This is an optimization exercise on Yosys and OpenROAD, whose aim is small area, a short achievable clock period and few clock cycles, not a production implementation. Only simulation tests tie the RTL to the original design; equivalence was not proved. In every run shown here, the design's own scripts or RTL, not TritonCTS, make the clock network. The clock input has no modelled driver; a real chip could not lean on it and would need a root buffer or a full tree. No activity file was given, so power comes from the tool's default toggle rates.

==> flow/flow/run.sh <==
#!/bin/bash
# The standard layout (standard.sh) with its own clock tree: synthesis,
# floorplan and placement as standard; then flow/cts_custom.tcl builds the
# clock tree and repairs timing as ORFS's CTS step does; then the standard
# steps from global routing to the end. Port buffers are buf_2 cells.
set -euo pipefail
export BUFFER_PORTS_ARGS="-buffer_cell sky130_fd_sc_hd__buf_2"
bash standard.sh place > standard_place.log 2>&1
bash standard.sh run RUN_SCRIPT="$PWD/flow/cts_custom.tcl" RUN_LOG_NAME_STEM=4_1_cts > cts_custom.log 2>&1
bash standard.sh > standard_finish.log 2>&1
==> flow/flow/cts_custom.tcl <==
# Clock tree for this design, in place of TritonCTS: the flip-flops are split
# into NX x NY clusters by location (NX columns by x, then NY groups by y in
# each column); each cluster gets a clkbuf_16 leaf buffer at its centre, and
# the leaf buffers of each of NR column blocks are driven by one clkbuf_16
# root buffer at their centre. The clock port drives the NR root buffers.
# Every flip-flop sees the same two buffer levels. The rest follows ORFS's
# cts.tcl: legalize, repair timing, legalize, write the CTS results.
utl::set_metrics_stage "cts__{}"
source $::env(SCRIPTS_DIR)/load.tcl
erase_non_stage_variables cts
load_design 3_place.odb 3_place.sdc

set NX 8
set NY 8
set NR 4

set block [ord::get_db_block]
set db [ord::get_db]
set clk_port_net [$block findNet clk]
set buf [$db findMaster sky130_fd_sc_hd__clkbuf_16]

proc it_x {it} { set b [[$it getInst] getBBox]; return [expr {([$b xMin] + [$b xMax]) / 2}] }
proc it_y {it} { set b [[$it getInst] getBBox]; return [expr {([$b yMin] + [$b yMax]) / 2}] }

set sinks {}
foreach it [$clk_port_net getITerms] {
  lappend sinks [list [it_x $it] [it_y $it] $it]
}
puts "custom cts: [llength $sinks] sinks"
set sinks [lsort -integer -index 0 $sinks]
set n [llength $sinks]
set clusters {}
for {set i 0} {$i < $NX} {incr i} {
  set col [lsort -integer -index 1 [lrange $sinks [expr {$i * $n / $NX}] [expr {($i + 1) * $n / $NX - 1}]]]
  set m [llength $col]
  for {set j 0} {$j < $NY} {incr j} {
    lappend clusters [lrange $col [expr {$j * $m / $NY}] [expr {($j + 1) * $m / $NY - 1}]]
  }
}

set root_nets {}
for {set r 0} {$r < $NR} {incr r} {
  set rn [odb::dbNet_create $block clknet_root_$r]
  $rn setSigType CLOCK
  lappend root_nets $rn
  set rsx($r) 0
  set rsy($r) 0
  set rk($r) 0
}
set k 0
foreach cl $clusters {
  set cx 0
  set cy 0
  foreach e $cl {
    set cx [expr {$cx + [lindex $e 0]}]
    set cy [expr {$cy + [lindex $e 1]}]
  }
  set cx [expr {$cx / [llength $cl]}]
  set cy [expr {$cy / [llength $cl]}]
  set inst [odb::dbInst_create $block $buf clkbuf_leaf_$k]
  $inst setLocation $cx $cy
  $inst setPlacementStatus PLACED
  set net [odb::dbNet_create $block clknet_leaf_$k]
  $net setSigType CLOCK
  [$inst findITerm X] connect $net
  set r [expr {($k / $NY) * $NR / $NX}]
  [$inst findITerm A] connect [lindex $root_nets $r]
  foreach e $cl {
    set it [lindex $e 2]
    $it disconnect
    $it connect $net
  }
  set rsx($r) [expr {$rsx($r) + $cx}]
  set rsy($r) [expr {$rsy($r) + $cy}]
  incr rk($r)
  incr k
}
for {set r 0} {$r < $NR} {incr r} {
  set root [odb::dbInst_create $block $buf clkbuf_root_$r]
  $root setLocation [expr {$rsx($r) / $rk($r)}] [expr {$rsy($r) / $rk($r)}]
  $root setPlacementStatus PLACED
  [$root findITerm X] connect [lindex $root_nets $r]
  [$root findITerm A] connect $clk_port_net
}
puts "custom cts: $k leaf buffers, $NR root buffers"

set_propagated_clock [all_clocks]
log_cmd estimate_parasitics -placement

set_placement_padding -global \
  -left $::env(CELL_PAD_IN_SITES_DETAIL_PLACEMENT) \
  -right $::env(CELL_PAD_IN_SITES_DETAIL_PLACEMENT)
detailed_placement
log_cmd estimate_parasitics -placement

if { !$::env(SKIP_CTS_REPAIR_TIMING) } {
  repair_timing_helper
  detailed_placement
  check_placement -verbose
}

report_metrics 4 "cts final"

orfs_write_db $::env(RESULTS_DIR)/4_1_cts.odb
orfs_write_sdc $::env(RESULTS_DIR)/4_cts.sdc
==> flow/standard.sh <==
#!/bin/bash
# synth_recipe.tcl (not shown) runs the flow's synth.tcl, then flattens the netlist and writes it again
# the make line also repeats each setting of config.mk as NAME=value (left out here)
make -C /OpenROAD-flow-scripts/flow DESIGN_CONFIG=/design/flow/config.mk WORK_HOME=/design/flow/orfs CLKGATE_MAP_FILE= SYNTH_SCRIPT=/design/flow/synth_recipe.tcl "${@:-finish}"
==> flow/config.mk <==
export PLATFORM = sky130hd
export DESIGN_NAME = cave_cellular_automaton_step
export DESIGN_NICKNAME = cave_cellular_automaton_step
export VERILOG_FILES = /design/flow/design.v
export SDC_FILE = /design/flow/constraint.sdc
export NUM_CORES = 8
export LEC_CHECK = 0
export CAP_MARGIN = 20
export CORE_MARGIN = 2
export CORE_UTILIZATION = 45
export CTS_CLUSTER_DIAMETER = 100
export CTS_CLUSTER_SIZE = 24
export PLACE_DENSITY = 0.6
export SETUP_SLACK_MARGIN = 4.5
export SLEW_MARGIN = 20
==> flow/constraint.sdc <==
create_clock -name core_clock -period 7.0 [get_ports {clk}]
set_input_delay 1.4000 -clock core_clock [delete_from_list [all_inputs] [get_ports {clk}]]
set_output_delay 1.4000 -clock core_clock [all_outputs]
set_load 0.01 [all_outputs]
==> flow/design.v <==
`timescale 1ns / 1ps
package cca_pkg;
	localparam int CCA_MAX_COLS = 64;
	localparam int CCA_MAX_ROWS = 16;
	localparam int CCA_CFG_IDX_W  = 2;
	localparam int CCA_CFG_DATA_W = 8;
	localparam logic [7:0] CCA_WIDTH_RST   = 8'd80;
	localparam logic [5:0] CCA_HEIGHT_RST  = 6'd25;
	localparam logic [3:0] CCA_SURVIVE_RST = 4'd4;
	localparam logic [3:0] CCA_BIRTH_RST   = 4'd3;
	typedef enum logic [CCA_CFG_IDX_W-1:0] {
		REG_GRID_WIDTH  = 2'd0,
		REG_GRID_HEIGHT = 2'd1,
		REG_SURVIVE_MIN = 2'd2,
		REG_BIRTH_MIN   = 2'd3
	} reg_idx_t;
	typedef enum logic [1:0] {
		CMD_WRITE = 2'd0,
		CMD_GEN   = 2'd1,
		CMD_READ  = 2'd2
	} cmd_t;
	typedef enum logic [1:0] {
		ST_IDLE = 2'd0,
		ST_READ = 2'd1,
		ST_GEN  = 2'd2
	} state_t;
	typedef struct packed {
		logic [1:0] cmd;
		logic [6:0] col;
		logic [4:0] row;
		logic       wall_in;
	} in_word_t;
	typedef struct packed {
		logic wall_out;
		logic coord_error;
	} out_word_t;
	typedef struct packed {
		logic in_use;
		logic up;
		logic down;
		logic left;
		logic right;
	} nb_mask_t;
endpackage
`timescale 1ns / 1ps
module cca_ram #(
	parameter int NG = 32,
	parameter int GW = 32
) (
	input  logic                  clk,
	input  logic                  we,
	input  logic [$clog2(NG)-1:0] wgrp,
	input  logic [GW-1:0]         wdata,
	input  logic [NG-1:0]         rsel,
	output logic [GW-1:0]         rdata
);
	logic [GW-1:0] mem_q [NG];
	for (genvar g = 0; g < NG; g++) begin : g_word
		always_ff @(posedge clk) begin
			if (we && (wgrp == g)) begin
				mem_q[g] <= wdata;
			end
		end
	end
	always_comb begin
		rdata = '0;
		for (int g = 0; g < NG; g++) begin
			rdata = rdata | (mem_q[g] & {GW{rsel[g]}});
		end
	end
endmodule
`timescale 1ns / 1ps
module cca_window #(
	parameter int ROWS = 16
) (
	input  logic              clk,
	input  logic [ROWS-1:0]   prev,
	input  logic [2*ROWS-1:0] cur,
	input  logic [ROWS-1:0]   next,
	input  logic [ROWS-1:0]   row_ok,
	input  logic              c1_ok,
	input  logic [4:0]        ks,
	input  logic [4:0]        kb,
	output logic [2*ROWS-1:0] new_cells
);
	logic [ROWS+1:0] vp, v0, v1, vn;
	assign vp = {1'b0, prev & row_ok, 1'b0};
	assign v0 = {1'b0, cur[ROWS-1:0] & row_ok, 1'b0};
	assign v1 = {1'b0, cur[2*ROWS-1:ROWS] & row_ok & {ROWS{c1_ok}}, 1'b0};
	assign vn = {1'b0, next & row_ok, 1'b0};
	logic [ROWS+1:0] hs0, hc0, hs1, hc1;
	assign hs0 = vp ^ v0 ^ v1;
	assign hc0 = (vp & v0) | (vp & v1) | (v0 & v1);
	assign hs1 = v0 ^ v1 ^ vn;
	assign hc1 = (v0 & v1) | (v0 & vn) | (v1 & vn);
	logic [2*ROWS-1:0] s1_q, k1_q;
	logic [ROWS-1:0]   hc0_q, hc1_q;
	logic [ROWS-1:0]   c0_q;
	logic              c1ok_q;
	always_ff @(posedge clk) begin
		for (int r = 0; r < ROWS; r++) begin
			s1_q[r]      <= hs0[r] ^ hs0[r+2] ^ vp[r+1];
			k1_q[r]      <= cca_maj(hs0[r], hs0[r+2], vp[r+1]);
			s1_q[ROWS+r] <= hs1[r] ^ hs1[r+2] ^ v0[r+1];
			k1_q[ROWS+r] <= cca_maj(hs1[r], hs1[r+2], v0[r+1]);
		end
		hc0_q  <= hc0[ROWS:1];
		hc1_q  <= hc1[ROWS:1];
		c0_q   <= cur[ROWS-1:0];
		c1ok_q <= c1_ok;
	end
	logic [ROWS+1:0] hc0p, hc1p;
	logic [ROWS-1:0] c1, c1m, nx;
	assign hc0p = {1'b0, hc0_q, 1'b0};
	assign hc1p = {1'b0, hc1_q, 1'b0};
	assign c1   = prev;
	assign c1m  = prev & {ROWS{c1ok_q}};
	assign nx   = cur[ROWS-1:0];
	for (genvar r = 0; r < ROWS; r++) begin : g_row
		assign new_cells[r] = !row_ok[r] ? c0_q[r] :
			cca_rule(s1_q[r], k1_q[r], hc0p[r], hc0p[r+2], c1m[r], c0_q[r], ks, kb);
		assign new_cells[ROWS+r] = !(row_ok[r] && c1ok_q) ? c1[r] :
			cca_rule(s1_q[ROWS+r], k1_q[ROWS+r], hc1p[r], hc1p[r+2], nx[r], c1[r], ks, kb);
	end
	function automatic logic cca_maj(input logic a, input logic b, input logic c);
		cca_maj = (a & b) | (a & c) | (b & c);
	endfunction
	function automatic logic cca_rule(
		input logic s1, input logic c1, input logic uc, input logic dc,
		input logic r, input logic ctr,
		input logic [4:0] ks, input logic [4:0] kb
	);
		logic s2, c2, gs, gb;
		s2 = uc ^ dc ^ c1;
		c2 = cca_maj(uc, dc, c1);
		gs = cca_maj(cca_maj(c2, cca_maj(s2, cca_maj(s1, r, ks[0]), ks[1]), ks[2]), ks[3], ks[4]);
		gb = cca_maj(cca_maj(c2, cca_maj(s2, cca_maj(s1, r, kb[0]), kb[1]), kb[2]), kb[3], kb[4]);
		cca_rule = ctr ? gs : gb;
	endfunction
endmodule
`timescale 1ns / 1ps
module cave_cellular_automaton_step #(
	parameter int MAX_COLS = cca_pkg::CCA_MAX_COLS,
	parameter int MAX_ROWS = cca_pkg::CCA_MAX_ROWS
) (
	input  logic                      clk,
	input  logic                      arst_n,
	input  logic                      start,
	output logic                      busy,
	input  logic [14:0]                     req,
	output logic                      done,
	output logic [1:0]                      rsp,
	input  logic                      cfg_valid,
	output logic                      cfg_ready,
	input  logic [cca_pkg::CCA_CFG_IDX_W-1:0]  cfg_index,
	input  logic [cca_pkg::CCA_CFG_DATA_W-1:0] cfg_data
);
	localparam int NG  = MAX_COLS / 2;    
	localparam int GW  = 2 * MAX_ROWS;    
	localparam int GAW = $clog2(NG);
	localparam int BW  = $clog2(GW);
	logic [1:0] req_cmd;
	logic [6:0] req_col;
	logic [4:0] req_row;
	logic       req_wall;
	assign req_cmd  = req[14:13];
	assign req_col  = req[12:6];
	assign req_row  = req[5:1];
	assign req_wall = req[0];
	localparam logic [6:0] UC_RST = 7'(MAX_COLS);
	localparam logic [4:0] UR_RST = 5'(MAX_ROWS);
	localparam logic [4:0] KS_RST = 5'd12;   
	localparam logic [4:0] KB_RST = 5'd13;   
	logic [6:0]          ucx_q;       
	logic [4:0]          urx_q;       
	logic [4:0]          ksx_q;       
	logic [4:0]          kbx_q;       
	logic [6:0]          used_cols;
	logic [MAX_ROWS-1:0] row_ok;
	logic [4:0]          ks, kb;
	logic [4:0]          used_rows;
	logic [5:0]          used_grps;
	assign used_rows = urx_q ^ UR_RST;
	always_comb begin
		for (int r = 0; r < MAX_ROWS; r++) begin
			row_ok[r] = (5'(r) < used_rows);
		end
	end
	assign used_cols = ucx_q ^ UC_RST;
	assign ks        = ksx_q ^ KS_RST;
	assign kb        = kbx_q ^ KB_RST;
	assign used_grps = 6'((7'(used_cols) + 7'd1) >> 1);
	always_ff @(posedge clk or negedge arst_n) begin
		if (!arst_n) begin
			ucx_q     <= '0;
			urx_q     <= '0;
			ksx_q     <= '0;
			kbx_q     <= '0;
		end else if (cfg_valid) begin
			case (cfg_index)
				2'd0: ucx_q     <= ((cfg_data > 8'(MAX_COLS)) ? 7'(MAX_COLS) : cfg_data[6:0]) ^ UC_RST;
				2'd1: urx_q     <= ((cfg_data[5:0] > 6'(MAX_ROWS)) ? 5'(MAX_ROWS) : cfg_data[4:0]) ^ UR_RST;
				2'd2: ksx_q     <= cca_kvec(cfg_data[3:0]) ^ KS_RST;
				default: kbx_q  <= cca_kvec(cfg_data[3:0]) ^ KB_RST;
			endcase
		end
	end
	function automatic logic [4:0] cca_kvec(input logic [3:0] t);
		logic [3:0] tc;
		tc = (t > 4'd9) ? 4'd9 : t;
		cca_kvec = (tc == 4'd0) ? 5'b11000 : {1'b0, 4'(5'd16 - 5'(tc))};
	endfunction
	assign cfg_ready = 1'b1;
	logic           busy_q, busy_out_q, gen_q;
	logic [5:0]     tcnt_q;
	logic           accept, acc_gen, in_range1;
	logic           v1_q, wall1_q;
	logic [1:0]     cmd1_q;
	logic [6:0]     col1_q;
	logic [4:0]     row1_q;
	logic           v2_q, rd2_q, err2_q, wall2_q;
	logic           col2_q;                 
	logic [MAX_ROWS-1:0] row2_q;            
	logic           done_q;
	logic [1:0]     rsp_q;
	logic [NG-1:0]  sel_q;
	logic           we_q, wgen_q;
	logic [GAW-1:0] wgrp_q;
	logic           c1ok_q;
	assign accept    = start && !busy_q;
	assign acc_gen   = accept && (req_cmd == 2'd1);
	assign in_range1 = (col1_q < used_cols) && !row1_q[4] && row_ok[row1_q[3:0]];
	assign busy      = busy_out_q;
	assign done      = done_q;
	assign rsp       = rsp_q;
	logic [GW-1:0]       grp_rd, merged, wdata, new_cells, cell2;
	logic [GW-1:0]       r2_q, cur_q, new_q;
	logic [MAX_ROWS-1:0] prev_q;
	logic [GAW-1:0]      rgrp;
	always_ff @(posedge clk or negedge arst_n) begin
		if (!arst_n) begin
			busy_q     <= 1'b0;
			busy_out_q <= 1'b0;
			gen_q      <= 1'b0;
			we_q       <= 1'b0;
		end else begin
			busy_q <= acc_gen || (busy_q && (tcnt_q <= used_grps));
			busy_out_q <= (start && !busy_out_q && (req_cmd == 2'd1)) ||
			              (busy_out_q && !(tcnt_q > used_grps));
			gen_q  <= acc_gen || busy_q;
			we_q   <= (gen_q && (tcnt_q >= 6'd3)) ||
			          (v1_q && (cmd1_q == 2'd0) && in_range1);
		end
	end
	always_ff @(posedge clk) begin
		tcnt_q <= busy_q ? tcnt_q + 6'd1 : 6'd0;
		if (busy_q) begin
			sel_q <= ((tcnt_q + 6'd1) < used_grps) ? {sel_q[NG-2:0], 1'b0} : '0;
		end else if (req_cmd == 2'd1) begin
			sel_q <= NG'(1);
		end else begin
			sel_q <= NG'(1) << req_col[GAW:1];
		end
		wgen_q <= gen_q;
		wgrp_q <= gen_q ? GAW'(tcnt_q - 6'd3) : col1_q[GAW:1];
		c1ok_q <= ({tcnt_q, 1'b0} <= used_cols);
		cur_q  <= r2_q;
		prev_q <= (tcnt_q == 6'd1) ? '0 : cur_q[GW-1:MAX_ROWS];
		new_q  <= new_cells;
	end
	always_ff @(posedge clk or negedge arst_n) begin
		if (!arst_n) begin
			v1_q   <= 1'b0;
			v2_q   <= 1'b0;
			done_q <= 1'b0;
		end else begin
			v1_q   <= accept && (req_cmd != 2'd1);
			v2_q   <= v1_q;
			done_q <= v2_q || (gen_q && !busy_q);
		end
	end
	always_ff @(posedge clk) begin
		cmd1_q  <= req_cmd;
		col1_q  <= req_col;
		row1_q  <= req_row;
		wall1_q <= req_wall;
		rd2_q   <= (cmd1_q == 2'd2) && in_range1;
		err2_q  <= !cmd1_q[0] && !in_range1;
		wall2_q <= wall1_q;
		col2_q  <= col1_q[0];
		row2_q  <= MAX_ROWS'(1) << row1_q[3:0];
		rsp_q   <= v2_q ? {rd2_q && |(r2_q & cell2), err2_q} : 2'b00;
	end
	always_comb begin
		cell2  = col2_q ? {row2_q, MAX_ROWS'(0)} : {MAX_ROWS'(0), row2_q};
		merged = (r2_q & ~cell2) | (cell2 & {GW{wall2_q}});
		wdata  = wgen_q ? new_q : merged;
		rgrp   = gen_q ? GAW'(tcnt_q) : col1_q[GAW:1];
	end
	always_ff @(posedge clk) begin
		r2_q <= (we_q && (wgrp_q == rgrp)) ? wdata : grp_rd;
	end
	cca_ram #(
		.NG (NG),
		.GW (GW)
	) u_grid (
		.clk   (clk),
		.we    (we_q),
		.wgrp  (wgrp_q),
		.wdata (wdata),
		.rsel  (sel_q),
		.rdata (grp_rd)
	);
	cca_window #(
		.ROWS (MAX_ROWS)
	) u_rule (
		.clk         (clk),
		.prev        (prev_q),
		.cur         (cur_q),
		.next        (r2_q[MAX_ROWS-1:0]),
		.row_ok      (row_ok),
		.c1_ok       (c1ok_q),
		.ks          (ks),
		.kb          (kb),
		.new_cells   (new_cells)
	);
endmodule
==> run_results.csv, run 1 <==
group,metric,value,unit
critical_path,worstSetupEndpointType,"flop",
synth,synth_edf_count,1024,
pwr,p_leak,0.0194,uW
synth,synthArstFlopShare,2.13,%
timing,finalSetupViolations,0,
route,antenna_left,0,
timing,hold_viol,0,
pwr,vdd_drop_max,0.263,mV
synth,yosysUniqueCellTypes,78,
route,routedWlPerCell,34.5,um
synth,ys_warn_count,4,
global_routing,grt-ovfl-total,0,
place,io_buffers,32,
timing,rsz0062_at_grt,"true",
timing,setup_slack,4.49,ns
synth,synthesis.nets,3843,
floorplan,coreArea,0.118,mm^2
clock_network,path_clk_slew,0.09,ns
pwr,power_frac_seq,46.9,%
global_routing,antenna_found_initial,3,
timing,fin_tns_setup,0,ns
timing,slew_headroom,30.0,%
synth,ys.flop_type,"edfxtp_1",
synth,synth_area,0.0535,mm^2
route,first_pass_iters,6,
global_routing,grt_pass1_vias,32400,
floorplan,io_pins,34,
timing,max_freq,399,MHz
route,initialDrtViolationCount,5136,
route,vias,34500,
timing,fin_crit,2.51,ns
critical_path,slowest_stage,"dfrtp_2",
timing,fin_crit_sh,35.8,%
pwr,internal-power,16600,uW
critical_path,crit_required,7.41,ns
timing,holdWs,0.352,ns
floorplan,start_util,45.3,%
hold_path,hold_class,"flop to flop",
synth,ys_seq_elements,1360,
place,routabilityCongestion,0.946,
pwr,pwr-share-comb,38.1,%
critical_path,arrival,2.91,ns
critical_path,path_class,"flop to flop",
layout,area_growth,8.81,%
floorplan,rows,126,
layout,nets,3833,
synth,synth_top_area_share,57.4,%
timing,skew,0.0408,ns
critical_path,critical_path.max_stage_delay,0.50,ns
place,dp_slack,3.82,ns
place,placed_cell_area,0.0559,mm^2
pwr,p_per_area,471,mW/mm^2
critical_path,crit_chain,"buf_4 > o21ai_1 > nand2_1 > nand3_2 > fa_1 > inv_1 > fa_1",
synth,ys_top_cells_by_area,"edfxtp_1 57%, dfxtp_1 11%, a22oi_1 7.4%",
clock_network,hold_buffers,0,
layout,fin_area,0.0582,mm^2
pwr,power.share.clock,15.0,%
layout,drive_above_1_share,11.8,%
layout,final_core_utilization,49.3,%
critical_path,startpoint_type,"flop",
global_routing,grt_use_total,28.7,%
critical_path,crit_top_cell,"fa_1",
route,drc,0,
global_routing,grt_max_degree,65,
synth,synth_area_per_cell,14.5,um^2
clock_network,clkLatencyLatePin,0.52,ns
layout,nFillCells,9991,
floorplan,die_area,0.122,mm^2
floorplan,die_height,349,um
route,drt_wl_total,180000,um
place,dp_hpwl,95300,um
route,drt-vias-per-instance,6.61,
floorplan,die_x,349,um
synth,yosysTopAreaCell,"edfxtp_1",
pwr,switchingPower,10900,uW
global_routing,grt_pass1_wl,249000,um
pwr,swShare,39.6,%
critical_path,worstPathMaxFanout,9,
critical_path,cp_top_family,"adder cells",
synth,ys_seq_area_share,70.3,%
synth,synth_cells,3690,
flow_run,max_cap_viol_count,0,
critical_path,path_buf_inv,2,
timing,tightestPinTransition,1.05,ns
timing,slew_viol_final,0,
run_status,status,"timing/DRC/antenna clean",
==> placed cells by master, fill, tap and decap left out, drive strengths merged, types with 7 or more instances in the layout <==
| cell type | instances |
|---|---|
| a31oi | 30 |
| o221ai | 18 |
| o32a | 12 |
| a211oi | 13 |
| dfxtp | 307 |
| a221oi | 20 |
| a21o | 8 |
| nand2b | 40 |
| nand3 | 42 |
| nand2 | 178 |
| edfxtp | 1024 |
| a211o | 8 |
| nand4 | 141 |
| o21ai | 130 |
| a22oi | 525 |
| nor2b | 17 |
| xnor2 | 15 |
| o21a | 8 |
| ha | 36 |
| a22o | 14 |
| inv | 151 |
| fa | 88 |
| dfrtp | 29 |
| o311ai | 7 |
| nand3b | 30 |
| nor2 | 107 |
| mux2i | 40 |
| o211ai | 13 |
| maj3 | 73 |
| nor3 | 29 |
| clkbuf | 68 |
| or2 | 9 |
| mux2 | 38 |
| a21oi | 72 |
| buf | 160 |
| and2 | 37 |
| o22ai | 13 |
| or3 | 20 |
| a2111oi | 7 |
| or4 | 33 |
==> power groups by stage <==
stage / Combinational (uW) / Clock, uW / Sequential, uW
2_1_floorplan: 6680 / 0 / 11900
3_3_place_gp: 9850 / 0 / 13000
3_5_place_dp: 10100 / 0 / 13000
4_1_cts: 10100 / 4140 / 12800
5_1_grt: 11400 / 4370 / 12900
6_report: 10500 / 4120 / 12900
==> registers in the layout, indices dropped and copies added, names as in the netlist, 32 cells and up <==
| register | flops |
|---|---|
| u_grid.mem_q | 1024 |
| cur_q | 32 |
| new_q | 32 |
| r2_q | 32 |
| sel_q | 32 |
| u_rule.k1_q | 32 |
| u_rule.s1_q | 32 |
==> through the flow <==
step                      std cells  power (uW)
after detailed placement       5115       23000
after global routing           5214       28600
final                          5215       27400
after floorplan                3690       18500
after global placement         5114       22800
==> worst paths after layout <==
check | startpoint | end | slack, ns | depth (start not counted)
hold / removal | wall1_q | wall2_q | 0.35 | 0
setup reg to reg | urx_q[1] | u_rule.s1_q[26] | 4.49 | 7
setup / recovery | urx_q[1] | u_rule.s1_q[26] | 4.49 | 7
max in group asynchronous | arst_n | ksx_q[1] | 5.55 | 1
hold reg to reg | wall1_q | wall2_q | 0.35 | 0
min in group asynchronous | arst_n | busy_q | 0.92 | 1
==> cells in the mapped netlist, types with 14 or more instances <==
master and number:
a31oi_1 30, mux2i_1 40, clkbuf_1 216, nor2_1 107, or3_1 20, and2_1 37, edfxtp_1 1024, nand4_1 141
nor2b_1 16, dfxtp_1 307, o221ai_1 18, a22o_1 14, a221oi_1 20, a21oi_1 72, o21ai_0 125, xnor2_1 15
inv_1 150, nand3_1 41, nand2b_1 40, or4_1 33, ha_1 36, fa_1 88, dfrtp_1 29, nand3b_1 30
maj3_2 15, nand2_1 178, mux2_1 20, nor3_1 29, a22oi_1 525, maj3_1 58
==> timing repair <==
| action | in CTS | in global routing |
|---|---|---|
| setup endpoints to repair | 897 | 573 |
| buffers inserted | 13 | 17 |
| resized for setup | 62 | 41 |
| pin swaps | 9 | 4 |
| cloned | 0 | 1 |
==> layout make-up <==
class | count | area [um^2] | share of cell area, %
Timing Repair Buffer | 160 | 1260 | 2.16
Antenna cell | 1 | 2.50 | 0.00430
Tap cell | 1536 | 1920 | 3.30
Inverter | 153 | 577 | 0.990
Sequential cell | 1360 | 37700 | 64.8
Buffer | 68 | 1700 | 2.92
Multi-Input combinational cell | 1937 | 15100 | 25.9
==> logic make-up (layout without fill, tap and decap cells) <==
family / count (synthesis) / in the layout / synth area share [%]
AO/OA/AOI/OAI: 943 / 943 / 12.5
XOR/XNOR: 17 / 17 / 0.278
adder cells (fa/ha/maj): 197 / 197 / 5.53
buffers and inverters: 394 / 381 / 2.86
flip-flops: 1360 / 1360 / 70.3
multiplexers: 78 / 78 / 1.62
other: 1 / 2 / 0.00701
AND/OR/NAND/NOR: 700 / 701 / 6.89
==> metal layers <==
layer	vias to the layer above	track usage, %	wire length (um)
met3	399	4.51	19000
li1	14200	-	-
met4	0	9.16	7440
met2	2181	47.0	83900
met1	17700	39.4	69400
met5	-	0	0
Testbench counts, summed over its fixed seeds: cycles 12,496.
==> inputs of run 2 (changes only) <==
--- a/flow/config.mk
+++ b/flow/config.mk
@@ -13,3 +13,3 @@
 export PLACE_DENSITY = 0.6
-export SETUP_SLACK_MARGIN = 4.5
+export SETUP_SLACK_MARGIN = 4.6
 export SLEW_MARGIN = 20
==> run 2 against run 1 <==
Setup slack better by 0.048 ns. Clock power hardly changed. Sequential share of layout area is 0.21 points lower. First-iteration DRC count is 7.9% higher. Still clean. Flip-flop and latch count stayed put. Utilization is 0.18 points higher. Hold slack worse by 0.026 ns. Global-route usage is 0.15 points higher.
==> run_results.csv, run 2 <==
group,metric,value,unit
run_status,status,"timing/DRC/antenna clean",
synth,synth_edf_count,1024,
timing,setup_slack,4.54,ns
synth,yosysMostFrequentCell,"edfxtp_1",
timing,rsz0062_at_grt,"true",
clock_network,path_clk_slew,0.10,ns
synth,ys_seq_area_share,70.3,%
synth,ys_warn_count,4,
synth,synth-xor-area-share,0.278,%
synth,yosysUniqueCellTypes,78,
clock_network,clkLatencyLatePin,0.51,ns
floorplan,die_x,349,um
critical_path,worstPathMaxFanout,11,
timing,max_freq,407,MHz
floorplan,die_height,349,um
layout,stdcell_count,5213,
layout,final_cell_mix,"1024 x edfxtp_1, 524 x a22oi_1, 267 x dfxtp_1",
critical_path,startpoint_type,"flop",
synth,yosysTopAreaCell,"edfxtp_1",
critical_path,worstSetupEndpointType,"flop",
layout,drive_above_1_share,12.5,%
pwr,p_leak,0.0194,uW
synth,synthArstFlopShare,2.13,%
place,dp_slack,3.91,ns
floorplan,start_util,45.3,%
timing,fin_tns_setup,0,ns
route,drt_wl_total,180000,um
layout,mostFrequentLayoutCell,"edfxtp_1",
global_routing,grt_use_total,28.9,%
timing,slew_viol_final,0,
synth,synthesis.nets,3843,
route,vias,34600,
route,first_pass_iters,6,
timing,skew,0.0335,ns
synth,synthMuxAreaShare,1.62,%
critical_path,path_class,"flop to flop",
critical_path,crit_required,7.40,ns
layout,area_growth,9.21,%
synth,synth_top_family_by_area,"compound AO/OA/AOI/OAI gates",
layout,largest_register,"u_grid.mem_q",
synth,synth-adder-area-share,5.53,%
place,routabilityCongestion,0.936,
pwr,vdd_drop_max,0.248,mV
synth,ys_seq_elements,1360,
synth,synth_compound_area_share,12.5,%
floorplan,rows,126,
critical_path,arrival,2.86,ns
synth,synth_cells,3690,
synth,synthTopCellsByCount,"1024 x edfxtp_1, 525 x a22oi_1, 307 x dfxtp_1",
timing,slew_headroom,30.5,%
floorplan,coreArea,0.118,mm^2
global_routing,antenna_found_initial,5,
timing,fin_crit_sh,35.1,%
synth,synth_top_area_share,57.4,%
global_routing,grt_pass1_wl,251000,um
timing,fin_crit,2.46,ns
route,routedWlPerCell,34.5,um
synth,synth_area_per_cell,14.5,um^2
global_routing,grt_pass1_vias,32600,
layout,largest_register_ffs,1024,
place,io_buffers,32,
hold_path,hold_class,"flop to flop",
clock_network,hold_buffers,0,
place,dp_hpwl,93500,um
floorplan,die_area,0.122,mm^2
route,antenna_left,0,
timing,finalSetupViolations,0,
pwr,p_per_area,474,mW/mm^2
synth,ys_top_cells_by_area,"edfxtp_1 57%, dfxtp_1 11%, a22oi_1 7.4%",
synth,ys.flop_type,"edfxtp_1",
layout,nets,3830,
place,dp_cells,5113,
flow_run,max_cap_viol_count,0,
synth,synth_area,0.0535,mm^2
synth,synth-simple-area-share,6.89,%
timing,tightestPinTransition,1.04,ns
timing,hold_viol,0,
route,drt-vias-per-instance,6.64,
global_routing,grt_max_degree,65,
global_routing,grt-ovfl-total,0,
route,initialDrtViolationCount,5541,
floorplan,io_pins,34,
route,drc,0,
[run 2: cell counts after synthesis]
Identical to the previous run, type by type.
[run 2: critical path: stages, from the launching register on]
cell	delay (ns)
dfrtp_2	0.49
nor3_2	0.32
nand3_1	0.23
nand4_1	0.24
fa_1	0.44
inv_1	0.17
fa_1	0.44
[run 2: layer usage]
| layer | track usage (%) | wire length, um |
|---|---|---|
| met1 | 40.8 | 70200 |
| met3 | 3.43 | 19100 |
| met2 | 46.3 | 82800 |
| met4 | 9.98 | 7640 |
| met5 | 0 | 23 |
[run 2: layout make-up]
| type | instances | area (um^2) |
|---|---|---|
| sequential | 1360 | 37700 |
| inverter | 153 | 583 |
| antenna | 2 | 5.00 |
| fill | 9940 | 59600 |
| timing repair buffer | 158 | 1320 |
| buffer | 68 | 1700 |
| tap | 1536 | 1920 |
| multi-input combinational | 1936 | 15200 |
[run 2: cell families after synthesis]
logic type               after synthesis
AO/OA/AOI/OAI                        943
XOR/XNOR                              17
adder cells (fa/ha/maj)              197
buffers and inverters                394
flip-flops                          1360
multiplexers                          78
other                                  1
AND/OR/NAND/NOR                      700
[run 2: path summary, 6_finish.rpt]
kind / startpoint / end / slack (ns) / depth (start not counted)
worst max-delay path: urx_q[2] / u_rule.s1_q[7] / 4.54 / 6
worst min-delay path: wall1_q / wall2_q / 0.33 / 0
worst max register to register: urx_q[2] / u_rule.s1_q[7] / 4.54 / 6
worst min register to register: wall1_q / wall2_q / 0.33 / 0
max in group asynchronous: arst_n / kbx_q[0] / 5.49 / 1
min in group asynchronous: arst_n / done_q / 0.94 / 1
[run 2: timing repair]
action                                  in CTS  in global routing
endpoints found under the hold margin        0                  0
pin swaps                                    7                  6
buffers inserted                            18                 12
resized for setup                           79                 64
endpoints found under the setup margin    1044                576
[run 2: power breakdown]
part	internal, uW	total (uW)	leakage (uW)	switching [uW]
clock	1720	4110	0.000838	2390
combinational	3730	10700	0.00642	7010
sequential	11200	12800	0.0122	1610
[run 2: stage by stage]
step / area, um^2 / util (%) / hold WS, ns / power [uW]
floorplan: 53700 / - / 0.310 / 18500
global placement: 55900 / 47.3 / 0.319 / 22900
detailed placement: 55900 / 47.4 / 0.315 / 23200
global route: 58500 / 49.5 / 0.329 / 28900
finish: 58500 / 49.5 / 0.325 / 27700
==> inputs of run 3 (changes only) <==
--- a/flow/design.v
+++ b/flow/design.v
@@ -86,11 +86,12 @@
 	logic [ROWS+1:0] vp, v0, v1, vn;
-	assign vp = {1'b0, prev & row_ok, 1'b0};
-	assign v0 = {1'b0, cur[ROWS-1:0] & row_ok, 1'b0};
-	assign v1 = {1'b0, cur[2*ROWS-1:ROWS] & row_ok & {ROWS{c1_ok}}, 1'b0};
-	assign vn = {1'b0, next & row_ok, 1'b0};
-	logic [ROWS+1:0] hs0, hc0, hs1, hc1;
-	assign hs0 = vp ^ v0 ^ v1;
-	assign hc0 = (vp & v0) | (vp & v1) | (v0 & v1);
-	assign hs1 = v0 ^ v1 ^ vn;
-	assign hc1 = (v0 & v1) | (v0 & vn) | (v1 & vn);
+	assign vp = {1'b0, prev, 1'b0};
+	assign v0 = {1'b0, cur[ROWS-1:0], 1'b0};
+	assign v1 = {1'b0, cur[2*ROWS-1:ROWS] & {ROWS{c1_ok}}, 1'b0};
+	assign vn = {1'b0, next, 1'b0};
+	logic [ROWS+1:0] hs0, hc0, hs1, hc1, rmask;
+	assign rmask = {1'b0, row_ok, 1'b0};
+	assign hs0 = (vp ^ v0 ^ v1) & rmask;
+	assign hc0 = ((vp & v0) | (vp & v1) | (v0 & v1)) & rmask;
+	assign hs1 = (v0 ^ v1 ^ vn) & rmask;
+	assign hc1 = ((v0 & v1) | (v0 & vn) | (v1 & vn)) & rmask;
 	logic [2*ROWS-1:0] s1_q, k1_q;
--- a/flow/config.mk
+++ b/flow/config.mk
@@ -13,3 +13,3 @@
 export PLACE_DENSITY = 0.6
-export SETUP_SLACK_MARGIN = 4.6
+export SETUP_SLACK_MARGIN = 4.7
 export SLEW_MARGIN = 20
==> run 3 against run 2 <==
Still clean on timing, DRC and antenna. Critical endpoint is now busy. Combinational power is essentially flat. Critical path type is now flop to output pin. Clock skew up 0.0094 ns. Register-to-register slack gained 0.12 ns. Total power grew 0.20%. Via count grew 0.93%. Largest cell class unchanged. Flip-flop and latch count did not move.
==> run_results.csv, run 3 <==
group,metric,value,unit
run_status,status,"timing/DRC/antenna clean",
global_routing,antenna_found_initial,2,
synth,ys_top_cells_by_area,"edfxtp_1 58%, dfxtp_1 12%, a22oi_1 7.4%",
floorplan,die_height,348,um
timing,skew,0.0430,ns
global_routing,grt_pass1_wl,251000,um
critical_path,crit_chain,"buf_2",
synth,synthesis.nets,3837,
critical_path,slowest_stage,"dfrtp_1",
clock_network,hold_buffers,0,
timing,fin_crit_sh,35.1,%
pwr,swShare,39.6,%
timing,max_freq,407,MHz
critical_path,path_class,"flop to output pin",
timing,fin_tns_setup,0,ns
layout,largest_register,"u_grid.mem_q",
floorplan,io_pins,34,
place,dp_hpwl,93800,um
critical_path,critical_path.max_stage_delay,0.41,ns
timing,slew_headroom,33.4,%
pwr,power_frac_seq,47.4,%
route,first_pass_iters,6,
synth,synthTopCellsByCount,"1024 x edfxtp_1, 529 x a22oi_1, 307 x dfxtp_1",
global_routing,grt_max_degree,61,
timing,rsz0062_at_grt,"true",
synth,ys_seq_area_share,70.5,%
pwr,p_per_area,474,mW/mm^2
layout,mostFrequentLayoutCell,"edfxtp_1",
route,drt-vias-per-instance,6.69,
synth,yosysTopAreaCell,"edfxtp_1",
route,drc,0,
synth,ys.flop_type,"edfxtp_1",
synth,synth_edf_count,1024,
global_routing,grt_use_total,29.0,%
global_routing,grt_pass1_vias,32500,
pwr,power.share.clock,14.7,%
synth,ys_warn_count,4,
pwr,pwr-share-comb,37.9,%
synth,yosysUniqueCellTypes,84,
synth,yosysMostFrequentCell,"edfxtp_1",
layout,drive_above_1_share,11.7,%
synth,synth_top_area_share,57.6,%
layout,multi_input_area,0.0154,mm^2
floorplan,coreArea,0.118,mm^2
clock_network,path_clk_slew,0.09,ns
floorplan,die_area,0.121,mm^2
synth,synth_area_per_cell,14.5,um^2
route,drt_wl_total,184000,um
critical_path,crit_required,5.60,ns
critical_path,worstPathMaxFanout,2,
synth,ys_seq_elements,1360,
synth,synth_area,0.0534,mm^2
pwr,p_total,27700,uW
route,routedWlPerCell,35.2,um
floorplan,start_util,45.3,%
global_routing,grt-ovfl-total,0,
place,io_buffers,32,
timing,slew_viol_final,0,
place,routabilityCongestion,0.868,
layout,ff_latch_area,0.0377,mm^2
layout,area_growth,9.57,%
critical_path,arrival,1.06,ns
timing,hold_viol,0,
pwr,vdd_drop_max,0.295,mV
critical_path,path_buf_inv,1,
timing,finalSetupViolations,0,
floorplan,die_x,348,um
pwr,internal-power,16700,uW
critical_path,cp_top_family,"flip-flops",
floorplan,rows,126,
pwr,p_leak,0.0191,uW
layout,largest_register_ffs,1024,
synth,synthArstFlopShare,2.13,%
synth,synth_cells,3684,
route,antenna_left,0,
critical_path,worstSetupEndpointType,"output pin",
flow_run,max_cap_viol_count,0,
layout,nFillCells,9904,
layout,final_cell_mix,"1024 x edfxtp_1, 529 x a22oi_1, 269 x dfxtp_1",
layout,nets,3838,
hold_path,hold_class,"flop to flop",
layout,insertedDiodeCount,0,
route,vias,34900,
route,initialDrtViolationCount,5421,
timing,fin_crit,2.46,ns
critical_path,startpoint_type,"flop",
pwr,switchingPower,11000,uW
timing,tightestPinTransition,0.999,ns
clock_network,clkLatencyLatePin,0.52,ns
## run 3: changes by cell type after synthesis, sizes merged, moves of 8 or more
cell	previous run	this run
or3	20	11
nor2	107	145
maj3	73	59
mux2i	40	24
nor2b	16	35
nand2b	40	32
nand3	42	29
nand2	178	163
and2	37	62
o21ai	130	140
inv	150	127
a31oi	30	51
## run 3: stage by stage
step | instances | worst slack (ns) | utilization (%) | hold WS, ns | instance area, um^2
finish | 5219 | 4.54 | 49.6 | 0.379 | 58500
global route | 5219 | 4.54 | 49.6 | 0.399 | 58500
detailed placement | 5110 | 4.10 | 47.3 | 0.362 | 55800
global placement | 5109 | 4.12 | 47.3 | 0.361 | 55800
floorplan | 3684 | 4.41 | - | 0.310 | 53500
## run 3: final timing paths
path	slack, ns	endpoint	startpoint	depth (start not counted)
setup / recovery	4.54	busy	busy_out_q	1
hold / removal	0.38	v2_q	v1_q	0
setup reg to reg	4.66	r2_q[21]	sel_q[30]	5
hold reg to reg	0.38	v2_q	v1_q	0
max in group asynchronous	5.55	kbx_q[1]	arst_n	1
min in group asynchronous	0.93	v2_q	arst_n	1
## run 3: kinds of logic after synthesis
group	after synthesis	share of synthesized area (%)
mux	62	1.32
buf+inv	360	2.61
other cells	1	0.00702
simple gates	726	7.17
compound gates	975	12.9
xor+xnor	17	0.279
flops	1360	70.5
fa+ha+maj	183	5.26
## run 3: area by class of cell
class	instances	share of cell area, %
timing repair inverter	1	0.0150
tap	1536	3.28
inverter	130	0.849
timing repair buffer	144	2.19
sequential	1360	64.5
buffer	68	2.91
multi-input combinational	1980	26.3
## run 3: per-layer routing
metal / track usage [%] / vias to the layer above / part of all wire [%]
met5: 0 / - / 0.0071
met3: 4.15 / 434 / 11
met2: 48.0 / 2393 / 47
met4: 9.83 / 2 / 4.5
met1: 39.5 / 17800 / 38
li1: - / 14300 / -
## run 3: timing repair
item / CTS / global route
resized for setup: 80 / 94
endpoints found under the setup margin: 1092 / 969
endpoints found under the hold margin: 0 / 0
gates cloned: 6 / 11
pin swaps: 11 / 9
setup buffers: 9 / 15
## run 3: power by group through the flow
stage          logic, uW  clock network (uW)  registers (uW)
3_3_place_gp        9500                   0           13200
6_report           10500                4080           13100
4_1_cts             9950                4100           13000
3_5_place_dp        9710                   0           13200
5_1_grt            11400                4350           13200
2_1_floorplan       6740                   0           11900
Testbench counts of run 3, summed over its fixed seeds: cycles 12,496.
==> inputs of run 4 (changes only) <==
--- a/flow/config.mk
+++ b/flow/config.mk
@@ -13,3 +13,3 @@
 export PLACE_DENSITY = 0.6
-export SETUP_SLACK_MARGIN = 4.7
+export SETUP_SLACK_MARGIN = 4.6
 export SLEW_MARGIN = 20
==> run 4 against run 3 <==
Total power down 1.5%. Die area did not move. First-iteration DRC count down 2.2%. Critical endpoint unchanged.
==> run_results.csv, run 4 <==
group,metric,value,unit
layout,largest_register_ffs,1024,
timing,fin_tns_setup,0,ns
timing,rsz0062_at_grt,"true",
timing,finalSetupViolations,0,
global_routing,grt_use_total,28.9,%
floorplan,io_pins,34,
synth,ys_seq_elements,1360,
timing,hold_viol,0,
synth,synth_area_per_cell,14.5,um^2
route,routedWlPerCell,34.7,um
synth,yosysTopAreaCell,"edfxtp_1",
layout,drive_above_1_share,10.3,%
synth,synth_edf_count,1024,
clock_network,hold_buffers,0,
critical_path,worstPathMaxFanout,2,
global_routing,antenna_found_initial,5,
floorplan,die_x,348,um
critical_path,path_buf_inv,1,
timing,slew_headroom,30.3,%
floorplan,start_util,45.3,%
critical_path,crit_required,5.60,ns
place,placed_cell_area,0.0558,mm^2
synth,synthTopCellsByCount,"1024 x edfxtp_1, 529 x a22oi_1, 307 x dfxtp_1",
critical_path,r2r_start,"sel_q[15]",
global_routing,grt_pass1_wl,251000,um
route,drt_wl_total,180000,um
synth,yosysMostFrequentCell,"edfxtp_1",
critical_path,path_class,"flop to output pin",
layout,largest_register,"u_grid.mem_q",
critical_path,crit_chain,"buf_2",
place,routabilityCongestion,0.905,
route,antenna_left,0,
hold_path,hold_class,"flop to flop",
synth,synthArstFlopShare,2.13,%
pwr,p_total,27300,uW
critical_path,arrival,1.03,ns
floorplan,coreArea,0.118,mm^2
layout,mostFrequentLayoutCell,"edfxtp_1",
critical_path,reg2reg_depth,5,
synth,yosysUniqueCellTypes,84,
route,initialDrtViolationCount,5301,
critical_path,slowest_stage,"dfrtp_1",
pwr,p_leak,0.0190,uW
critical_path,critical_path.max_stage_delay,0.39,ns
critical_path,cp_top_family,"flip-flops",
critical_path,rr_endpoint,"r2_q[19]",
route,drc,0,
critical_path,startpoint_type,"flop",
global_routing,grt_pass1_vias,32300,
critical_path,worstSetupEndpointType,"output pin",
timing,fin_crit,2.43,ns
layout,fin_area,0.0579,mm^2
hold_path,worstHoldStart,"wall1_q",
synth,synth_cells,3684,
route,vias,34600,
hold_path,hold_end,"wall2_q",
synth,synth_top_area_share,57.6,%
timing,skew,0.0288,ns
hold_path,min_path_cells,0,
timing,fin_crit_sh,34.7,%
clock_network,clkLatencyLatePin,0.51,ns
timing,slew_viol_final,0,
pwr,p_per_area,472,mW/mm^2
synth,ys.flop_type,"edfxtp_1",
timing,max_freq,412,MHz
place,io_buffers,32,
layout,nets,3811,
floorplan,die_area,0.121,mm^2
run_status,status,"timing/DRC/antenna clean",
floorplan,die_height,348,um
synth,ys_seq_area_share,70.5,%
synth,synthesis.nets,3837,
synth,synth_area,0.0534,mm^2
flow_run,max_cap_viol_count,0,
floorplan,rows,126,
route,drt-vias-per-instance,6.66,
synth,ys_warn_count,4,
route,first_pass_iters,6,
synth,ys_top_cells_by_area,"edfxtp_1 58%, dfxtp_1 12%, a22oi_1 7.4%",
critical_path,r2r_setup_slack,4.58,ns
global_routing,grt_max_degree,53,
pwr,vdd_drop_max,0.277,mV
layout,area_growth,8.40,%
layout,final_cell_mix,"1024 x edfxtp_1, 529 x a22oi_1, 271 x dfxtp_1",
clock_network,path_clk_slew,0.10,ns
timing,tightestPinTransition,1.04,ns
place,dp_hpwl,93900,um
global_routing,grt-ovfl-total,0,
run 4: cells by family after synthesis:
| group | synth area share, % |
|---|---|
| xor gates and xnor gates | 0.279 |
| adders and majority gates | 5.26 |
| and+or+nand+nor | 7.17 |
| muxes | 1.32 |
| buffers and inverters | 2.61 |
| DFF | 70.5 |
| other | 0.00702 |
| AOI/OAI and AO/OA | 12.9 |
run 4: worst max path at each step:
stage | startpoint | to | slack [ns] | depth (start not counted)
final | busy_out_q | busy | 4.57 | 1
after detailed placement | ucx_q[2] | sel_q[14] | 4.12 | 8
after global routing | busy_out_q | busy | 4.54 | 1
after floorplan | wgrp_q[1] | u_grid.mem_q[28][0] | 4.41 | 3
after global placement | ucx_q[2] | sel_q[12] | 4.13 | 8
after CTS | busy_out_q | busy | 4.55 | 1
run 4: power breakdown:
group | internal, uW | leakage [uW] | switching [uW]
logic | 3650 | 0.00594 | 6730
registers | 11200 | 0.0122 | 1650
clock network | 1710 | 0.000838 | 2370
run 4: layout make-up:
class,instances,area (um^2)
antenna,3,7.51
buffer,68,1700
fill,9999,60000
inverter,130,494
multi-input combinational,1970,15100
sequential,1360,37700
tap,1536,1920
timing repair buffer,128,963
run 4: routing by layer:
| metal | GRT usage (%) | vias to the layer above | share of wire, % |
|---|---|---|---|
| met4 | 10.7 | 0 | 4.4 |
| met5 | 0 | - | 0 |
| met3 | 3.38 | 391 | 10 |
| li1 | - | 14200 | - |
| met1 | 40.1 | 17800 | 38 |
| met2 | 47.2 | 2267 | 47 |
run 4: repair_timing:
item,in CTS,in global routing
setup endpoints to repair,633,356
pin swaps,4,3
cloned,5,1
resized for setup,41,34
setup buffers,1,3
run 4: metrics by stage:
stage / hold slack (ns) / setup slack (ns) / cells / utilization [%]
after global routing: 0.354 / 4.54 / 5192 / 49.1
after floorplan: 0.310 / 4.41 / 3684 / -
after global placement: 0.317 / 4.13 / 5114 / 47.3
final: 0.339 / 4.57 / 5195 / 49.1
after detailed placement: 0.314 / 4.12 / 5114 / 47.3
run 4: worst register-to-register path, stage by stage (launching register included):
cell and delay (ns):
dfxtp_4 0.48, buf_4 0.41, a22oi_1 0.27, nand4_1 0.12, or4_1 0.68, mux2_1 0.35
==> inputs of run 5 (changes only) <==
--- a/flow/flow/cts_custom.tcl
+++ b/flow/flow/cts_custom.tcl
@@ -3,4 +3,5 @@
 # each column); each cluster gets a clkbuf_16 leaf buffer at its centre, and
-# the leaf buffers of each of NR column blocks are driven by one clkbuf_16
-# root buffer at their centre. The clock port drives the NR root buffers.
+# the leaf buffers of each quadrant (left or right half of the columns, lower
+# or upper half of the groups) are driven by one clkbuf_16 root buffer at
+# their centre. The clock port drives the four root buffers.
 # Every flip-flop sees the same two buffer levels. The rest follows ORFS's
@@ -65,3 +66,3 @@
   [$inst findITerm X] connect $net
-  set r [expr {($k / $NY) * $NR / $NX}]
+  set r [expr {(($k / $NY) * 2 / $NX) * 2 + (($k % $NY) * 2 / $NY)}]
   [$inst findITerm A] connect [lindex $root_nets $r]
==> run 5 against run 4 <==
Critical path depth unchanged. Wire length grew 0.13%. Largest power group unchanged. Critical endpoint unchanged. Synthesized cell count unchanged. Total power hardly changed.
==> run_results.csv, run 5 <==
group,metric,value,unit
critical_path,critical_path.max_stage_delay,0.39,ns
route,initialDrtViolationCount,5153,
synth,synthArstFlopShare,2.13,%
critical_path,reg2reg_depth,5,
synth,synth_cells,3684,
global_routing,grt_pass1_vias,32300,
place,io_buffers,32,
layout,area_growth,8.36,%
clock_network,clkLatencyLatePin,0.52,ns
route,routedWlPerCell,34.7,um
layout,nFillCells,10000,
critical_path,arrival,1.05,ns
timing,hold_viol,0,
pwr,switchingPower,10700,uW
route,first_pass_iters,6,
global_routing,grt_use_total,29.0,%
timing,rsz0062_at_grt,"true",
flow_run,max_cap_viol_count,0,
timing,max_freq,409,MHz
pwr,p_total,27300,uW
floorplan,start_util,45.3,%
place,placed_cell_area,0.0558,mm^2
synth,synth_edf_count,1024,
floorplan,rows,126,
pwr,power.share.clock,15.0,%
timing,slew_viol_final,0,
global_routing,antenna_found_initial,4,
critical_path,path_class,"flop to output pin",
place,dp_hpwl,93900,um
synth,synthesis.nets,3837,
synth,synthTopCellsByCount,"1024 x edfxtp_1, 529 x a22oi_1, 307 x dfxtp_1",
layout,final_cell_mix,"1024 x edfxtp_1, 529 x a22oi_1, 271 x dfxtp_1",
timing,holdWs,0.339,ns
layout,mostFrequentLayoutCell,"edfxtp_1",
layout,multi_input_area,0.0151,mm^2
pwr,internal-power,16600,uW
pwr,pwr-share-comb,37.9,%
timing,fin_crit_sh,34.9,%
synth,synth_area_per_cell,14.5,um^2
synth,ys_top_cells_by_area,"edfxtp_1 58%, dfxtp_1 12%, a22oi_1 7.4%",
floorplan,die_x,348,um
critical_path,cp_top_family,"flip-flops",
pwr,p_leak,0.0190,uW
synth,ys.flop_type,"edfxtp_1",
synth,ys_seq_area_share,70.5,%
layout,nets,3809,
timing,tightestPinTransition,1.05,ns
pwr,p_per_area,472,mW/mm^2
hold_path,min_path_cells,0,
critical_path,crit_cells,1,
synth,synth_area,0.0534,mm^2
timing,skew,0.0362,ns
run_status,status,"timing/DRC/antenna clean",
place,routabilityCongestion,0.905,
layout,drive_above_1_share,10.3,%
hold_path,hold_class,"flop to flop",
route,drc,0,
pwr,power_frac_seq,47.1,%
synth,yosysMostFrequentCell,"edfxtp_1",
route,vias,34500,
place,dp_cells,5114,
critical_path,crit_required,5.60,ns
floorplan,io_pins,34,
critical_path,worstPathMaxFanout,2,
synth,synth_top_area_share,57.6,%
critical_path,startpoint_type,"flop",
layout,largest_register,"u_grid.mem_q",
layout,fin_area,0.0579,mm^2
global_routing,grt_max_degree,53,
synth,yosysUniqueCellTypes,84,
global_routing,grt-ovfl-total,0,
route,antenna_left,0,
critical_path,worstSetupEndpointType,"output pin",
pwr,vdd_drop_max,0.332,mV
route,drt_wl_total,180000,um
timing,finalSetupViolations,0,
timing,slew_headroom,29.9,%
pwr,swShare,39.3,%
synth,yosysTopAreaCell,"edfxtp_1",
timing,fin_tns_setup,0,ns
critical_path,crit_chain,"buf_2",
floorplan,coreArea,0.118,mm^2
floorplan,die_height,348,um
global_routing,grt_pass1_wl,251000,um
critical_path,slowest_stage,"dfrtp_1",
critical_path,path_buf_inv,1,
layout,ff_latch_area,0.0377,mm^2
synth,ys_warn_count,4,
clock_network,path_clk_slew,0.10,ns
layout,stdcell_count,5191,
layout,largest_register_ffs,1024,
clock_network,hold_buffers,0,
timing,fin_crit,2.45,ns
route,drt-vias-per-instance,6.64,
floorplan,die_area,0.121,mm^2
synth,ys_seq_elements,1360,
-- run 5: cell counts after synthesis --
Identical to the previous run, type by type.
-- run 5: final cells by class --
| cell class | instances | area share [%] |
|---|---|---|
| Inverter | 130 | 0.854 |
| Tap cell | 1536 | 3.32 |
| Sequential cell | 1360 | 65.2 |
| Buffer | 68 | 2.94 |
| Multi-Input combinational cell | 1969 | 26.0 |
| Antenna cell | 1 | 0.00432 |
| Timing Repair Buffer | 127 | 1.65 |
-- run 5: final timing paths --
kind / slack (ns) / startpoint / to
hold / removal: 0.34 / wall1_q / wall2_q
min in group asynchronous: 0.91 / arst_n / we_q
max in group asynchronous: 5.56 / arst_n / ksx_q[0]
hold reg to reg: 0.34 / wall1_q / wall2_q
setup reg to reg: 4.57 / sel_q[2] / r2_q[27]
setup / recovery: 4.55 / busy_out_q / busy
-- run 5: kinds of logic after synthesis --
kind of cell             count (synthesis)  share of synthesized area (%)
AND/OR/NAND/NOR                        726                           7.17
other                                    1                        0.00702
flip-flops                            1360                           70.5
AO/OA/AOI/OAI                          975                           12.9
multiplexers                            62                           1.32
adder cells (fa/ha/maj)                183                           5.26
buffers and inverters                  360                           2.61
XOR/XNOR                                17                          0.279
-- run 5: through the flow --
stage	setup WS, ns	utilization (%)
3_5_place_dp	4.12	47.3
3_3_place_gp	4.13	47.3
5_1_grt	4.52	49.1
2_1_floorplan	4.41	-
6_report	4.55	49.1
-- run 5: power by group through the flow --
stage / logic [uW] / registers, uW / clock network, uW
after detailed placement: 9950 / 13000 / 0
after CTS: 10100 / 12800 / 4100
final: 10400 / 12900 / 4100
after global routing: 11300 / 12900 / 4370
after global placement: 9750 / 12900 / 0
after floorplan: 6730 / 11900 / 0
-- run 5: routing by layer --
layer / track usage [%] / vias to the layer above / wire [um]
li1: - / 14200 / -
met4: 10.0 / 0 / 7800
met1: 40.0 / 17600 / 68800
met2: 47.2 / 2271 / 84000
met5: 0 / - / 0
met3: 4.06 / 411 / 19600
-- run 5: repair_timing --
action,4_1_cts,5_1_grt
setup buffers,1,2
setup endpoints to repair,635,311
gates cloned,4,1
resized for setup,41,33
pin swaps,4,4
==> inputs of run 6 (changes only) <==
--- a/flow/flow/cts_custom.tcl
+++ b/flow/flow/cts_custom.tcl
@@ -14,3 +14,3 @@
 set NX 8
-set NY 8
+set NY 6
 set NR 4
==> run 6 against run 5 <==
Area after synthesis is the same. Sequential power is essentially flat. First-iteration DRC count grew 0.82%. Still clean. Via count grew 0.28%. Critical path depth grew 4. Largest power group unchanged. Global-route usage shrank 0.063 points. Cell count shrank 0.27%. Critical path type is now flop to flop. Synthesized cell count is the same.
==> run_results.csv, run 6 <==
group,metric,value,unit
run_status,status,"timing/DRC/antenna clean",
synth,ys_top_cells_by_area,"edfxtp_1 58%, dfxtp_1 12%, a22oi_1 7.4%",
synth,yosysUniqueCellTypes,84,
synth,ys_seq_elements,1360,
global_routing,grtUsageMet1,39.9,%
timing,max_freq,409,MHz
critical_path,slowest_stage,"or4_1",
floorplan,start_util,45.3,%
layout,mostFrequentLayoutCell,"edfxtp_1",
clock_network,path_clk_slew,0.12,ns
synth,synth_top_area_share,57.6,%
critical_path,crit_chain,"buf_6 > a22oi_1 > nand4_1 > or4_1 > mux2_4",
synth,synthesis.nets,3837,
floorplan,io_pins,34,
floorplan,die_x,348,um
route,drc,0,
global_routing,busiest_layer,"met2",
place,routabilityCongestion,0.905,
clock_network,hold_buffers,0,
synth,synth_area_per_cell,14.5,um^2
floorplan,die_height,348,um
critical_path,arrival,2.82,ns
timing,hold_viol,0,
layout,nets,3795,
route,antenna_left,0,
pwr,vdd_drop_max,0.335,mV
layout,largest_register,"u_grid.mem_q",
global_routing,antenna_found_initial,4,
global_routing,grt_max_degree,53,
critical_path,critical_path.max_stage_delay,0.70,ns
place,dp_hpwl,93900,um
critical_path,cp_top_family,"simple AND/OR/NAND/NOR gates",
route,first_pass_iters,6,
critical_path,worstPathMaxFanout,23,
timing,fin_crit,2.45,ns
timing,rsz0062_at_grt,"true",
synth,yosysTopAreaCell,"edfxtp_1",
synth,synth_edf_count,1024,
route,routedWlPerCell,34.9,um
synth,synthArstFlopShare,2.13,%
floorplan,coreArea,0.118,mm^2
pwr,p_leak,0.0188,uW
synth,ys_seq_area_share,70.5,%
critical_path,worstSetupEndpointType,"flop",
route,drt-vias-per-instance,6.68,
global_routing,grt_use_total,28.9,%
critical_path,crit_required,7.37,ns
route,initialDrtViolationCount,5195,
clock_network,clkLatencyLatePin,0.50,ns
layout,stdcell_count,5177,
timing,slew_viol_final,0,
hold_path,hold_class,"flop to flop",
timing,slew_headroom,30.5,%
timing,skew,0.0412,ns
pwr,p_per_area,468,mW/mm^2
layout,area_growth,7.66,%
synth,ys_warn_count,4,
flow_run,max_cap_viol_count,0,
synth,ys.flop_type,"edfxtp_1",
floorplan,die_area,0.121,mm^2
timing,fin_tns_setup,0,ns
synth,synthTopCellsByCount,"1024 x edfxtp_1, 529 x a22oi_1, 307 x dfxtp_1",
global_routing,grt_pass1_wl,250000,um
place,io_buffers,32,
critical_path,startpoint_type,"flop",
critical_path,path_buf_inv,1,
layout,final_core_utilization,48.7,%
layout,final_cell_mix,"1024 x edfxtp_1, 529 x a22oi_1, 271 x dfxtp_1",
route,drt_wl_total,180000,um
route,vias,34600,
global_routing,grt_use_met3,4.01,%
global_routing,grt-ovfl-total,0,
floorplan,rows,126,
layout,drive_above_1_share,9.92,%
synth,yosysMostFrequentCell,"edfxtp_1",
global_routing,grtUsageMet2,47.3,%
timing,holdWs,0.344,ns
global_routing,grt_pass1_vias,32200,
layout,largest_register_ffs,1024,
timing,tightestPinTransition,1.04,ns
synth,synth_area,0.0534,mm^2
critical_path,path_class,"flop to flop",
timing,finalSetupViolations,0,
timing,fin_crit_sh,35.0,%
synth,synth_cells,3684,
place,dp_cells,5114,
-- run 6: cell counts after synthesis --
Identical to the previous run, type by type.
-- run 6: final timing paths --
check                      startpoint  endpoint  slack [ns]  cells after the start
max                          sel_q[2]  r2_q[27]        4.55                      5
min                           wall1_q   wall2_q        0.34                      0
max reg2reg                  sel_q[2]  r2_q[27]        4.55                      5
min reg2reg                   wall1_q   wall2_q        0.34                      0
max in group asynchronous      arst_n  ksx_q[0]        5.56                      1
min in group asynchronous      arst_n      v1_q        0.93                      1
-- run 6: cells by family (layout without fill, tap and decap cells) --
group / after synthesis / count (layout) / share of synthesized area [%]
mux: 62 / 62 / 1.32
buf+inv: 360 / 310 / 2.61
flops: 1360 / 1360 / 70.5
other cells: 1 / 2 / 0.00702
compound gates: 975 / 978 / 12.9
simple gates: 726 / 729 / 7.17
fa+ha+maj: 183 / 183 / 5.26
xor+xnor: 17 / 17 / 0.279
-- run 6: layer usage --
layer	routed length (um)	vias to the layer above
met5	0	-
met2	84300	2147
met1	69500	17900
li1	-	14100
met3	19000	387
met4	7750	0
-- run 6: per-stage QoR --
stage,setup WS [ns],area [um^2],power (uW)
after floorplan,4.41,53500,18600
after global placement,4.13,55800,22700
after detailed placement,4.12,55800,22900
after global routing,4.54,57500,28100
final,4.55,57500,26900
-- run 6: layout make-up --
type,count,area [um^2]
multi-input cells,1970,15100
diodes,1,2.50
inverters,130,494
well taps,1536,1920
plain buffers,52,1300
repair buffers,128,978
fillers,10000,60400
flip-flops and latches,1360,37700
-- run 6: timing repair --
item,CTS,global route
pin swaps,4,3
gates cloned,4,2
endpoints found under the setup margin,636,466
resized for setup,42,40
buffers inserted,1,3
-- run 6: report_power, final --
group / switching [uW] / internal, uW
combinational: 6730 / 3660
sequential: 1660 / 11200
clock: 2290 / 1340
total: 10700 / 16200

==> afterwards: timing with drivers on the ports <==
No port has a modelled driver above. Below, the same layouts with a new extraction and two added sets of constraints. Step 1 (the two cells are an assumption about what drives the block):
set clk [get_ports {clk}]
set_driving_cell -lib_cell sky130_fd_sc_hd__clkbuf_16 $clk
set_driving_cell -lib_cell sky130_fd_sc_hd__buf_2 [delete_from_list [all_inputs] $clk]
Step 2 also shifts input and output timing later by t, the mid clock arrival at the registers, as if the neighbouring blocks saw the same clock. a / b / c = ideal / step 1 / step 2; a / b = the first two.
| run | t, ns | setup slack, ns | worst setup path at the end |
|---|---|---|---|
| run 1 | 0.631 | 4.493 / 4.413 / 4.193 | input to register |
| run 2 | 0.634 | 4.540 / 4.429 / 4.236 | input to register |
| run 3 | 0.630 | 4.543 / 4.407 / 4.260 | input to register |
| run 4 | 0.620 | 4.572 / 4.450 / 4.308 | input to register |
| run 5 | 0.659 | 4.554 / 4.396 / 4.312 | input to register |
| run 6 | 0.633 | 4.552 / 4.411 / 4.332 | input to register |
After both steps setup and hold are still met in every run listed. The setup slack of run 2, which loses most, moves by -0.111 ns with the drivers and by -0.304 ns with both steps.
